Source: an optimization exercise on an open RTL-to-GDS flow (aim: a short achievable clock period and few clock cycles per item). Production flows keep margins and buffers that such runs may drop.
Function was checked by simulation only, so behaviour that the tests miss may differ from the original.
The clock port is modelled as an ideal driver; clocking choices that lean on that would not hold on a real chip.
Power figures rest on the tool's default switching activity, not on a simulated workload.

==> inputs of run Y <==
// range_peak_phase_tracker
module range_peak_phase_tracker #(
  parameter int NUM_BINS    = 32,
  parameter int RING_DEPTH  = 64,
  parameter int SAMPLE_BITS = 24,
  parameter int ANGLE_BITS  = 16
) (
  input  logic                                     clk,
  input  logic                                     rst_n,
  input  logic                                     in_valid,
  output logic                                     in_ready,
  input  logic                                     in_req_type,
  input  logic signed [SAMPLE_BITS-1:0]            in_bin_re,
  input  logic signed [SAMPLE_BITS-1:0]            in_bin_im,
  input  logic                                     in_last_bin,
  input  logic [rpt_pkg::RD_IDX_W-1:0]             in_read_index,
  output logic                                     out_valid,
  input  logic                                     out_ready,
  output logic                                     out_kind,
  output logic                                     out_target_found,
  ...
export LEC_CHECK = 0
export ABC_CLOCK_PERIOD_IN_PS = 2000
export CAP_MARGIN = 20
export CORE_MARGIN = 2
export CORE_UTILIZATION = 60
export PLACE_DENSITY = 0.7
export SLEW_MARGIN = 20
create_clock -name core_clock -period 12.0 [get_ports {clk}]
standard.sh (not shown) runs the stock make flow with config.mk's settings and CLKGATE_MAP_FILE= SYNTH_SCRIPT=/design/flow/synth_recipe.tcl, a recipe that flattens the netlist after the stock synthesis.
==> flow/flow/run.sh <==
#!/bin/bash
# The standard layout (standard.sh, the standard flow's own ORFS run on the same config.mk
# and constraint.sdc), with repair_timing asked to leave a setup margin of
# REPAIR_MARGIN ns at the design's clock, so it keeps improving the worst
# paths well past the 12 ns period. The clock, SDC and every other step are
# unchanged. Full make output goes to standard.log in this folder.
set -euo pipefail
REPAIR_MARGIN=8.4
bash standard.sh SETUP_SLACK_MARGIN=$REPAIR_MARGIN finish > standard.log 2>&1
==> inputs of run B, as changes to run Y <==
--- a/flow/design.v
+++ b/flow/design.v
@@ -24,27 +24,38 @@
   } cordic_stat_t;
 endpackage
 module rpt_ram #(
   parameter int WIDTH = 32,
   parameter int DEPTH = 64
 ) (
   input  logic                     clk,
-  input  logic                     we,
-  input  logic [$clog2(DEPTH)-1:0] waddr,
+  input  logic [DEPTH-1:0]         we,
   input  logic [WIDTH-1:0]         wdata,
   input  logic [$clog2(DEPTH)-1:0] raddr,
   output logic [WIDTH-1:0]         rdata
 );
+  localparam int AW = $clog2(DEPTH);
+  localparam int G  = DEPTH / 8;
   logic [DEPTH-1:0][WIDTH-1:0] mem;
+  logic [G-1:0][WIDTH-1:0]     grp_q;
+  logic [AW-4:0]               hi_q;
   always_ff @(posedge clk) begin
-    if (we) begin
-      mem[waddr] <= wdata;
+    for (int k = 0; k < DEPTH; k++) begin
+      if (we[k]) begin
+        mem[k] <= wdata;
+      end
+    end
+  end
+  always_ff @(posedge clk) begin
+    for (int g = 0; g < G; g++) begin
+      grp_q[g] <= mem[g * 8 + 32'(raddr[2:0])];
     end
+    hi_q <= raddr[AW-1:3];
   end
-  assign rdata = mem[raddr];
+  assign rdata = grp_q[hi_q];
 endmodule
 module rpt_magsq (
   input  logic clk,
   input  logic [22:0] br,
   input  logic sr,
   input  logic [22:0] bi,
   input  logic si,
@@ -3953,39 +3964,41 @@
     u2_idx <= u1_idx;
     u2_bin <= u1_bin;
     u2_tgt <= u1_tgt;
     u2_p   <= u1_p;
     u2_hi  <= off_r + u1_k;
   end
   logic [5:0]  wp_r;
+  logic [63:0] wp_oh;
   logic [6:0]  held_r, held_inc;
   logic        w_we;
   logic [6:0]  w_slot;
   logic [31:0] ring_q;
   logic [5:0]  r_slot;
   assign w_we     = u2_v && !u2_rd && u2_tgt;
   assign held_inc = held_r[6] ? held_r : held_r + 1'b1;
   assign w_slot   = {1'b0, u2_idx} + {1'b0, wp_r};
   rpt_ram #(
     .WIDTH (32),
     .DEPTH (RING_DEPTH)
   ) u_ring (
     .clk   (clk),
-    .we    (w_we),
-    .waddr (wp_r),
+    .we    (wp_oh & {64{w_we}}),
     .wdata ({u2_hi, u2_p}),
     .raddr (r_slot),
     .rdata (ring_q)
   );
   always_ff @(posedge clk) begin
     if (rst_q) begin
       wp_r   <= '0;
+      wp_oh  <= 64'd1;
       held_r <= '0;
     end else if (w_we) begin
       wp_r   <= wp_r + 1'b1;
+      wp_oh  <= {wp_oh[62:0], wp_oh[63]};
       held_r <= held_inc;
     end
   end
   logic        r_v, r_rd, r_found, r_due, r_rok;
   logic [4:0]  r_bin;
   logic [31:0] r_unwr;
   logic [6:0]  r_held;
@@ -3996,55 +4009,79 @@
     r_bin   <= u2_rd ? 5'd0 : u2_bin;
     r_unwr  <= (!u2_rd && u2_tgt) ? {u2_hi, u2_p} : 32'd0;
     r_held  <= (!u2_rd && u2_tgt) ? held_inc : held_r;
     r_due   <= !u2_rd && u2_tgt && (held_r >= 7'd63);
     r_slot  <= w_slot[5:0];
     r_rok   <= u2_rd && (held_r[6] || w_slot[6]);
   end
+  logic          s_v, s_rd, s_found, s_due, s_rok;
+  logic [4:0]    s_bin;
+  logic [31:0]   s_unwr;
+  logic [6:0]    s_held;
   logic          f_v;
   logic [EW-1:0] f_entry;
   always_ff @(posedge clk) begin
-    f_v     <= r_v && !rst_q;
-    f_entry <= {r_rd, r_found, r_bin, r_held, r_due,
-                r_rd ? (r_rok ? ring_q : 32'd0) : r_unwr};
+    s_v     <= r_v && !rst_q;
+    s_rd    <= r_rd;
+    s_found <= r_found;
+    s_due   <= r_due;
+    s_rok   <= r_rok;
+    s_bin   <= r_bin;
+    s_unwr  <= r_unwr;
+    s_held  <= r_held;
+  end
+  always_ff @(posedge clk) begin
+    f_v     <= s_v && !rst_q;
+    f_entry <= {s_rd, s_found, s_bin, s_held, s_due,
+                s_rd ? (s_rok ? ring_q : 32'd0) : s_unwr};
   end
   logic [FD-1:0][EW-1:0]  fifo_q;
   logic [EW-1:0]          head;
-  logic [3:0]             wr_ptr, rd_ptr, rd_ptr_inc;
+  logic [FD-1:0]          wr_oh;
+  logic [3:0]             rd_ptr, rd_ptr_inc;
   logic [4:0]             f_cnt, f_cnt_ld, f_cnt_nl;
-  logic                   f_ne, take, out_valid_r;
-  assign take       = out_valid_r && out_ready;
+  logic                   f_ne, take, out_valid_r, ov_int;
+  assign take       = ov_int && out_ready;
   assign rd_ptr_inc = (rd_ptr == 4'(FD - 1)) ? '0 : rd_ptr + 1'b1;
   assign f_cnt_nl   = f_v ? f_cnt + 1'b1 : f_cnt;
   assign f_cnt_ld   = f_v ? f_cnt : f_cnt - 1'b1;
   always_ff @(posedge clk) begin
-    if (f_v) begin
-      fifo_q[wr_ptr] <= f_entry;
+    for (int k = 0; k < FD; k++) begin
+      if (f_v && wr_oh[k]) begin
+        fifo_q[k] <= f_entry;
+      end
     end
   end
   always_ff @(posedge clk) begin
     if (rst_q) begin
-      wr_ptr <= '0;
+      wr_oh  <= FD'(1);
       rd_ptr <= '0;
       f_cnt  <= '0;
       f_ne   <= 1'b0;
     end else begin
       if (f_v) begin
-        wr_ptr <= (wr_ptr == 4'(FD - 1)) ? '0 : wr_ptr + 1'b1;
+        wr_oh <= {wr_oh[FD-2:0], wr_oh[FD-1]};
       end
       rd_ptr <= take ? rd_ptr_inc : rd_ptr;
       f_cnt  <= take ? f_cnt_ld : f_cnt_nl;
       f_ne   <= take ? (f_cnt_ld != '0) : (f_cnt_nl != '0);
     end
   end
   always_ff @(posedge clk) begin
     if (!rst_n || rst_q) begin
       out_valid_r <= 1'b0;
     end else begin
-      out_valid_r <= out_valid_r ? !out_ready : f_ne;
+      out_valid_r <= ov_int ? !out_ready : f_ne;
+    end
+  end
+  always_ff @(posedge clk) begin
+    if (rst_q) begin
+      ov_int <= 1'b0;
+    end else begin
+      ov_int <= ov_int ? !out_ready : f_ne;
     end
   end
   logic        o_kind, o_found, o_due;
   logic [4:0]  o_bin;
   logic [6:0]  o_held;
   logic [15:0] o_phase;
   logic [31:0] o_unwr, o_rdata;
@@ -4063,15 +4100,15 @@
   assign out_unwrapped_phase = o_unwr;
   assign out_samples_held    = o_held;
   assign out_analysis_due    = o_due;
   assign out_read_data       = o_rdata;
   logic       tq;
   logic [4:0] cc;
   always_ff @(posedge clk) begin
-    tq <= out_valid_r && out_ready;
+    tq <= ov_int && out_ready;
     if (rst_q) begin
       cc <= '0;
     end else begin
       cc <= cc + 5'(a_v && (a_rd || a_last)) - 5'(tq);
     end
     in_ready_r <= rst_n && (cc <= 5'(CAP - 4));
   end
==> flow/flow/run.sh (replaced) <==
#!/bin/bash
set -euo pipefail
REPAIR_MARGIN=8.6
bash standard.sh SETUP_SLACK_MARGIN=$REPAIR_MARGIN POST_CTS_TCL=$PWD/flow/unroot.tcl finish > standard.log 2>&1
==> flow/flow/unroot.tcl (new file) <==
set block [ord::get_db_block]
set port_net [[$block findBTerm clk] getNet]
set loads [$port_net getITerms]
if {[llength $loads] == 1} {
  set a_pin [lindex $loads 0]
  set root [$a_pin getInst]
  set root_name [$root getName]
  set master [[$root getMaster] getName]
  set x_pin [$root findITerm X]
  set out_net [$x_pin getNet]
  set sinks {}
  foreach it [$out_net getITerms] {
    if {[$it getInst] != $root} { lappend sinks $it }
  }
  if {[string match "sky130_fd_sc_hd__clkbuf_*" $master] && [llength $sinks] <= 4
      && [llength [$out_net getBTerms]] == 0} {
    $a_pin disconnect
    $x_pin disconnect
    foreach it $sinks {
      $it disconnect
      $it connect $port_net
    }
    odb::dbInst_destroy $root
    odb::dbNet_destroy $out_net
    puts "unroot: bypassed $root_name ($master), clock port now drives [llength $sinks] pins"
  } else {
    puts "unroot: root $root_name ($master) drives [llength $sinks] pins, left in place"
  }
} else {
  puts "unroot: clock port drives [llength $loads] pins, left in place"
}
--- a/flow/config.mk
+++ b/flow/config.mk
@@ -5,9 +5,11 @@
 export SDC_FILE = /design/flow/constraint.sdc
 export NUM_CORES = 4
 export LEC_CHECK = 0
 export ABC_CLOCK_PERIOD_IN_PS = 2000
 export CAP_MARGIN = 20
 export CORE_MARGIN = 2
 export CORE_UTILIZATION = 60
+export CTS_CLUSTER_DIAMETER = 100
+export CTS_CLUSTER_SIZE = 30
 export PLACE_DENSITY = 0.7
 export SLEW_MARGIN = 20
==> notes.md <==
Multi-input gate area: run Y 0.150 sq mm; run B 0.124 sq mm
Design internal power: run Y 72.2 mW; run B 64.8 mW
Multiplexer fraction of the synthesized cell area: run Y 12.8%; run B 6.20%
Area share of fa/ha/maj cells after synthesis: run Y 11.1%; run B 11.8%
Sequential-to-total area share from yosys stat: run Y 54.2%; run B 59.9%
Area added between synthesis and finish: run Y 11.1%; run B 6.90%
GR Util met1: run Y 35.2%; run B 31.2%
Worst Hold Path EP: run Y u_cordic.x8_q[10]$_DFF_P_; run B u_angle.cpa0_a[16]$_DFF_P_
Startpoint of the most critical setup path: run Y out_valid_r$_SDFF_PP0_; run B o_bin[0]$_DFF_P_
Final HPWL DP: run Y 501000 um; run B 458000 um
Multi-input gate share of the layout cell area: run Y 38.8%; run B 35.4%
Detail Route met2 WL: run Y 381000 um; run B 341000 um
Routed vias/inst: run Y 5.77; run B 5.56
Result of the run: run Y complete, no violations; run B complete, no violations
Fin Hold WS: run Y 0.274 ns; run B 0.296 ns
Xor/xnor share of the synthesized area: run Y 6.64%; run B 6.97%
Clock transition at the register clock pins on the worst setup and hold paths after CTS: run Y 0.06 ns; run B 0.11 ns
Setup crit end: run Y out_valid; run B out_peak_bin[0]
Proportion of netlist area held by the largest area contributor: run Y 31.7%; run B 35.9%
Vias after detailed routing: run Y 202563; run B 178001
Non-clock inverter total of the final layout: run Y 1519; run B 1584
Wire length of the first global-routing pass: run Y 1190000 um; run B 1030000 um
Part of the total power dissipated in combinational logic: run Y 43.4%; run B 48.3%
Gate Count Post-Synth: run Y 26544; run B 24407
Flop-to-flop setup slack: run Y 8.32 ns; run B 8.62 ns
Testbench counts of run Y, summed over its fixed seeds: cycles 12,904, items 575.
Testbench counts of run B, summed over its fixed seeds: cycles 12,912, items 575.

========
==> inputs of trial 78 <==
Starting RTL as in the previous note.
==> flow/config.mk <==
export PLATFORM = sky130hd
export DESIGN_NAME = range_peak_phase_tracker
export DESIGN_NICKNAME = range_peak_phase_tracker
export VERILOG_FILES = /design/flow/design.v
export SDC_FILE = /design/flow/constraint.sdc
export NUM_CORES = 4
export LEC_CHECK = 0
export ABC_CLOCK_PERIOD_IN_PS = 2000
export CAP_MARGIN = 20
export CORE_MARGIN = 2
export CORE_UTILIZATION = 60
export PLACE_DENSITY = 0.7
export SLEW_MARGIN = 20
==> flow/constraint.sdc <==
create_clock -name core_clock -period 12.0 [get_ports {clk}]
set_input_delay 2.4000 -clock core_clock [delete_from_list [all_inputs] [get_ports {clk}]]
set_output_delay 2.4000 -clock core_clock [all_outputs]
set_load 0.01 [all_outputs]
==> flow/flow/run.sh <==
#!/bin/bash
set -euo pipefail
REPAIR_MARGIN=8.4
bash standard.sh SETUP_SLACK_MARGIN=$REPAIR_MARGIN POST_CTS_TCL=$PWD/flow/unroot.tcl finish > standard.log 2>&1
==> flow/flow/unroot.tcl <==
set block [ord::get_db_block]
set port_net [[$block findBTerm clk] getNet]
set loads [$port_net getITerms]
if {[llength $loads] == 1} {
  set a_pin [lindex $loads 0]
  set root [$a_pin getInst]
  set root_name [$root getName]
  set master [[$root getMaster] getName]
  set x_pin [$root findITerm X]
  set out_net [$x_pin getNet]
  set sinks {}
  foreach it [$out_net getITerms] {
    if {[$it getInst] != $root} { lappend sinks $it }
  }
  if {[string match "sky130_fd_sc_hd__clkbuf_*" $master] && [llength $sinks] <= 4
      && [llength [$out_net getBTerms]] == 0} {
    $a_pin disconnect
    $x_pin disconnect
    foreach it $sinks {
      $it disconnect
      $it connect $port_net
    }
    odb::dbInst_destroy $root
    odb::dbNet_destroy $out_net
    puts "unroot: bypassed $root_name ($master), clock port now drives [llength $sinks] pins"
  } else {
    puts "unroot: root $root_name ($master) drives [llength $sinks] pins, left in place"
  }
} else {
  puts "unroot: clock port drives [llength $loads] pins, left in place"
}
==> inputs of trial 72, as changes to trial 78 <==
--- a/flow/design.v
+++ b/flow/design.v
@@ -23,29 +23,40 @@
     logic [31:0] turns;
   } cordic_stat_t;
 endpackage
 module rpt_ram #(
   parameter int WIDTH = 32,
   parameter int DEPTH = 64
 ) (
   input  logic                     clk,
-  input  logic                     we,
-  input  logic [$clog2(DEPTH)-1:0] waddr,
+  input  logic [DEPTH-1:0]         we,
   input  logic [WIDTH-1:0]         wdata,
   input  logic [$clog2(DEPTH)-1:0] raddr,
   output logic [WIDTH-1:0]         rdata
 );
+  localparam int AW = $clog2(DEPTH);
+  localparam int G  = DEPTH / 8;
   logic [DEPTH-1:0][WIDTH-1:0] mem;
+  logic [G-1:0][WIDTH-1:0]     grp_q;
+  logic [AW-4:0]               hi_q;
   always_ff @(posedge clk) begin
-    if (we) begin
-      mem[waddr] <= wdata;
+    for (int k = 0; k < DEPTH; k++) begin
+      if (we[k]) begin
+        mem[k] <= wdata;
+      end
+    end
+  end
+  always_ff @(posedge clk) begin
+    for (int g = 0; g < G; g++) begin
+      grp_q[g] <= mem[g * 8 + 32'(raddr[2:0])];
     end
+    hi_q <= raddr[AW-1:3];
   end
-  assign rdata = mem[raddr];
+  assign rdata = grp_q[hi_q];
 endmodule
 module rpt_magsq (
   input  logic clk,
   input  logic [22:0] br,
   input  logic sr,
   input  logic [22:0] bi,
   input  logic si,
   output logic [47:0] sum
@@ -3952,41 +3963,43 @@
     u2_rd  <= u1_rd;
     u2_idx <= u1_idx;
     u2_bin <= u1_bin;
     u2_tgt <= u1_tgt;
     u2_p   <= u1_p;
     u2_hi  <= off_r + u1_k;
   end
   logic [5:0]  wp_r;
+  logic [63:0] wp_oh;
   logic [6:0]  held_r, held_inc;
   logic        w_we;
   logic [6:0]  w_slot;
   logic [31:0] ring_q;
   logic [5:0]  r_slot;
   assign w_we     = u2_v && !u2_rd && u2_tgt;
   assign held_inc = held_r[6] ? held_r : held_r + 1'b1;
   assign w_slot   = {1'b0, u2_idx} + {1'b0, wp_r};
   rpt_ram #(
     .WIDTH (32),
     .DEPTH (RING_DEPTH)
   ) u_ring (
     .clk   (clk),
-    .we    (w_we),
-    .waddr (wp_r),
+    .we    (wp_oh & {64{w_we}}),
     .wdata ({u2_hi, u2_p}),
     .raddr (r_slot),
     .rdata (ring_q)
   );
   always_ff @(posedge clk) begin
     if (rst_q) begin
       wp_r   <= '0;
+      wp_oh  <= 64'd1;
       held_r <= '0;
     end else if (w_we) begin
       wp_r   <= wp_r + 1'b1;
+      wp_oh  <= {wp_oh[62:0], wp_oh[63]};
       held_r <= held_inc;
     end
   end
   logic        r_v, r_rd, r_found, r_due, r_rok;
   logic [4:0]  r_bin;
   logic [31:0] r_unwr;
   logic [6:0]  r_held;
   always_ff @(posedge clk) begin
@@ -3995,57 +4008,81 @@
     r_found <= !u2_rd && u2_tgt;
     r_bin   <= u2_rd ? 5'd0 : u2_bin;
     r_unwr  <= (!u2_rd && u2_tgt) ? {u2_hi, u2_p} : 32'd0;
     r_held  <= (!u2_rd && u2_tgt) ? held_inc : held_r;
     r_due   <= !u2_rd && u2_tgt && (held_r >= 7'd63);
     r_slot  <= w_slot[5:0];
     r_rok   <= u2_rd && (held_r[6] || w_slot[6]);
   end
+  logic          s_v, s_rd, s_found, s_due, s_rok;
+  logic [4:0]    s_bin;
+  logic [31:0]   s_unwr;
+  logic [6:0]    s_held;
   logic          f_v;
   logic [EW-1:0] f_entry;
   always_ff @(posedge clk) begin
-    f_v     <= r_v && !rst_q;
-    f_entry <= {r_rd, r_found, r_bin, r_held, r_due,
-                r_rd ? (r_rok ? ring_q : 32'd0) : r_unwr};
+    s_v     <= r_v && !rst_q;
+    s_rd    <= r_rd;
+    s_found <= r_found;
+    s_due   <= r_due;
+    s_rok   <= r_rok;
+    s_bin   <= r_bin;
+    s_unwr  <= r_unwr;
+    s_held  <= r_held;
+  end
+  always_ff @(posedge clk) begin
+    f_v     <= s_v && !rst_q;
+    f_entry <= {s_rd, s_found, s_bin, s_held, s_due,
+                s_rd ? (s_rok ? ring_q : 32'd0) : s_unwr};
   end
   logic [FD-1:0][EW-1:0]  fifo_q;
   logic [EW-1:0]          head;
-  logic [3:0]             wr_ptr, rd_ptr, rd_ptr_inc;
+  logic [FD-1:0]          wr_oh;
+  logic [3:0]             rd_ptr, rd_ptr_inc;
   logic [4:0]             f_cnt, f_cnt_ld, f_cnt_nl;
-  logic                   f_ne, take, out_valid_r;
-  assign take       = out_valid_r && out_ready;
+  logic                   f_ne, take, out_valid_r, ov_int;
+  assign take       = ov_int && out_ready;
   assign rd_ptr_inc = (rd_ptr == 4'(FD - 1)) ? '0 : rd_ptr + 1'b1;
   assign f_cnt_nl   = f_v ? f_cnt + 1'b1 : f_cnt;
   assign f_cnt_ld   = f_v ? f_cnt : f_cnt - 1'b1;
   always_ff @(posedge clk) begin
-    if (f_v) begin
-      fifo_q[wr_ptr] <= f_entry;
+    for (int k = 0; k < FD; k++) begin
+      if (f_v && wr_oh[k]) begin
+        fifo_q[k] <= f_entry;
+      end
     end
   end
   always_ff @(posedge clk) begin
     if (rst_q) begin
-      wr_ptr <= '0;
+      wr_oh  <= FD'(1);
       rd_ptr <= '0;
       f_cnt  <= '0;
       f_ne   <= 1'b0;
     end else begin
       if (f_v) begin
-        wr_ptr <= (wr_ptr == 4'(FD - 1)) ? '0 : wr_ptr + 1'b1;
+        wr_oh <= {wr_oh[FD-2:0], wr_oh[FD-1]};
       end
       rd_ptr <= take ? rd_ptr_inc : rd_ptr;
       f_cnt  <= take ? f_cnt_ld : f_cnt_nl;
       f_ne   <= take ? (f_cnt_ld != '0) : (f_cnt_nl != '0);
     end
   end
   always_ff @(posedge clk) begin
     if (!rst_n || rst_q) begin
       out_valid_r <= 1'b0;
     end else begin
-      out_valid_r <= out_valid_r ? !out_ready : f_ne;
+      out_valid_r <= ov_int ? !out_ready : f_ne;
+    end
+  end
+  always_ff @(posedge clk) begin
+    if (rst_q) begin
+      ov_int <= 1'b0;
+    end else begin
+      ov_int <= ov_int ? !out_ready : f_ne;
     end
   end
   logic        o_kind, o_found, o_due;
   logic [4:0]  o_bin;
   logic [6:0]  o_held;
   logic [15:0] o_phase;
   logic [31:0] o_unwr, o_rdata;
   assign head = fifo_q[rd_ptr];
@@ -4062,17 +4099,17 @@
   assign out_peak_phase      = o_phase;
   assign out_unwrapped_phase = o_unwr;
   assign out_samples_held    = o_held;
   assign out_analysis_due    = o_due;
   assign out_read_data       = o_rdata;
   logic       tq;
   logic [4:0] cc;
   always_ff @(posedge clk) begin
-    tq <= out_valid_r && out_ready;
+    tq <= ov_int && out_ready;
     if (rst_q) begin
       cc <= '0;
     end else begin
       cc <= cc + 5'(a_v && (a_rd || a_last)) - 5'(tq);
     end
     in_ready_r <= rst_n && (cc <= 5'(CAP - 4));
   end
 endmodule
==> flow/flow/run.sh (replaced) <==
#!/bin/bash
set -euo pipefail
REPAIR_MARGIN=8.6
bash standard.sh SETUP_SLACK_MARGIN=$REPAIR_MARGIN POST_CTS_TCL=$PWD/flow/unroot.tcl finish > standard.log 2>&1
--- a/flow/config.mk
+++ b/flow/config.mk
@@ -4,10 +4,12 @@
 export VERILOG_FILES = /design/flow/design.v
 export SDC_FILE = /design/flow/constraint.sdc
 export NUM_CORES = 4
 export LEC_CHECK = 0
 export ABC_CLOCK_PERIOD_IN_PS = 2000
 export CAP_MARGIN = 20
 export CORE_MARGIN = 2
 export CORE_UTILIZATION = 60
+export CTS_CLUSTER_DIAMETER = 100
+export CTS_CLUSTER_SIZE = 20
 export PLACE_DENSITY = 0.7
 export SLEW_MARGIN = 20
==> notes.md <==
quantity	trial 78	trial 72
Status	timing/DRC/antenna clean	timing/DRC/antenna clean
FMAX	267.7 MHz	271.2 MHz
Final Power	0.1140 W	0.1070 W
Worst setup path startpoint	out_valid_r$_SDFF_PP0_	o_bin[0]$_DFF_P_
Maximum fanout along the worst path	2	1
Buffers, non-clock	514	529
Number of combinational gates with multiple inputs	15720	13650
Die Width	765.6 um	743.1 um
Placement-stage worst setup slack	6.978 ns	7.298 ns
Area share of and/or/nand/nor cells after synthesis	6.025%	6.691%
Slew at the pin with the worst max-slew slack	1.201 ns	1.145 ns
Slack of the critical path	8.264 ns	8.313 ns
Worst R2R Setup Slack	8.32 ns	8.64 ns
Iteration-0 DRC count of the detailed router	16690	12670
Power Dens Cells	294.7 nW/um2	302.3 nW/um2
Min-Delay Startpoint	u_cordic.r7_xa[10]$_DFF_P_	cd[356]$_DFF_P_
Initial antenna violation count	22	36
Tap Count	7727	7234
NetSw	0.04184 W	0.04026 W
Fraction of power consumed by the clock network	22.1%	15.0%
# clk buffers	1081	641
Yosys top cell area share	31.65%	35.93%
Share of total power consumed by net switching	36.70%	37.63%
WP data arrival	1.34 ns	1.29 ns
HPWL Detailed	500500 um	458100 um
Post-route insts no fill	35070	32180
Testbench counts of trial 78, summed over its fixed seeds: cycles 12,904, items 575.
Testbench counts of trial 72, summed over its fixed seeds: cycles 12,912, items 575.

## static timing again, ports no longer ideal
The results above use ideal ports. As a check the final layouts listed here were re-extracted and re-timed, cells and wires unchanged. Step 1 assumes that a clkbuf_16 drives the clock port and a buf_2 every other input. Step 2 also shifts input and output timing later by t, the mid clock arrival at the registers, as if the neighbouring blocks saw the same clock. a / b / c = no drivers / after step 1 / after step 2; a / b = the first two.
run | shift t [ns] | setup WS [ns] | slew at the worst register clock pin (ns)
run Y | 1.250 | 7.979 / 7.841 / 7.567 | 0.07 / 0.07
run B | 0.947 | 8.309 / 8.093 / 7.978 | 0.12 / 0.12
trial 78 | 1.081 | 8.264 / 8.018 / 7.554 | 0.07 / 0.07
trial 72 | 1.008 | 8.313 / 8.078 / 7.910 | 0.09 / 0.09
After both steps every run listed still meets setup and hold. For trial 78, which loses most, drivers alone change the setup slack by -0.246 ns; drivers and shift together by -0.710 ns.
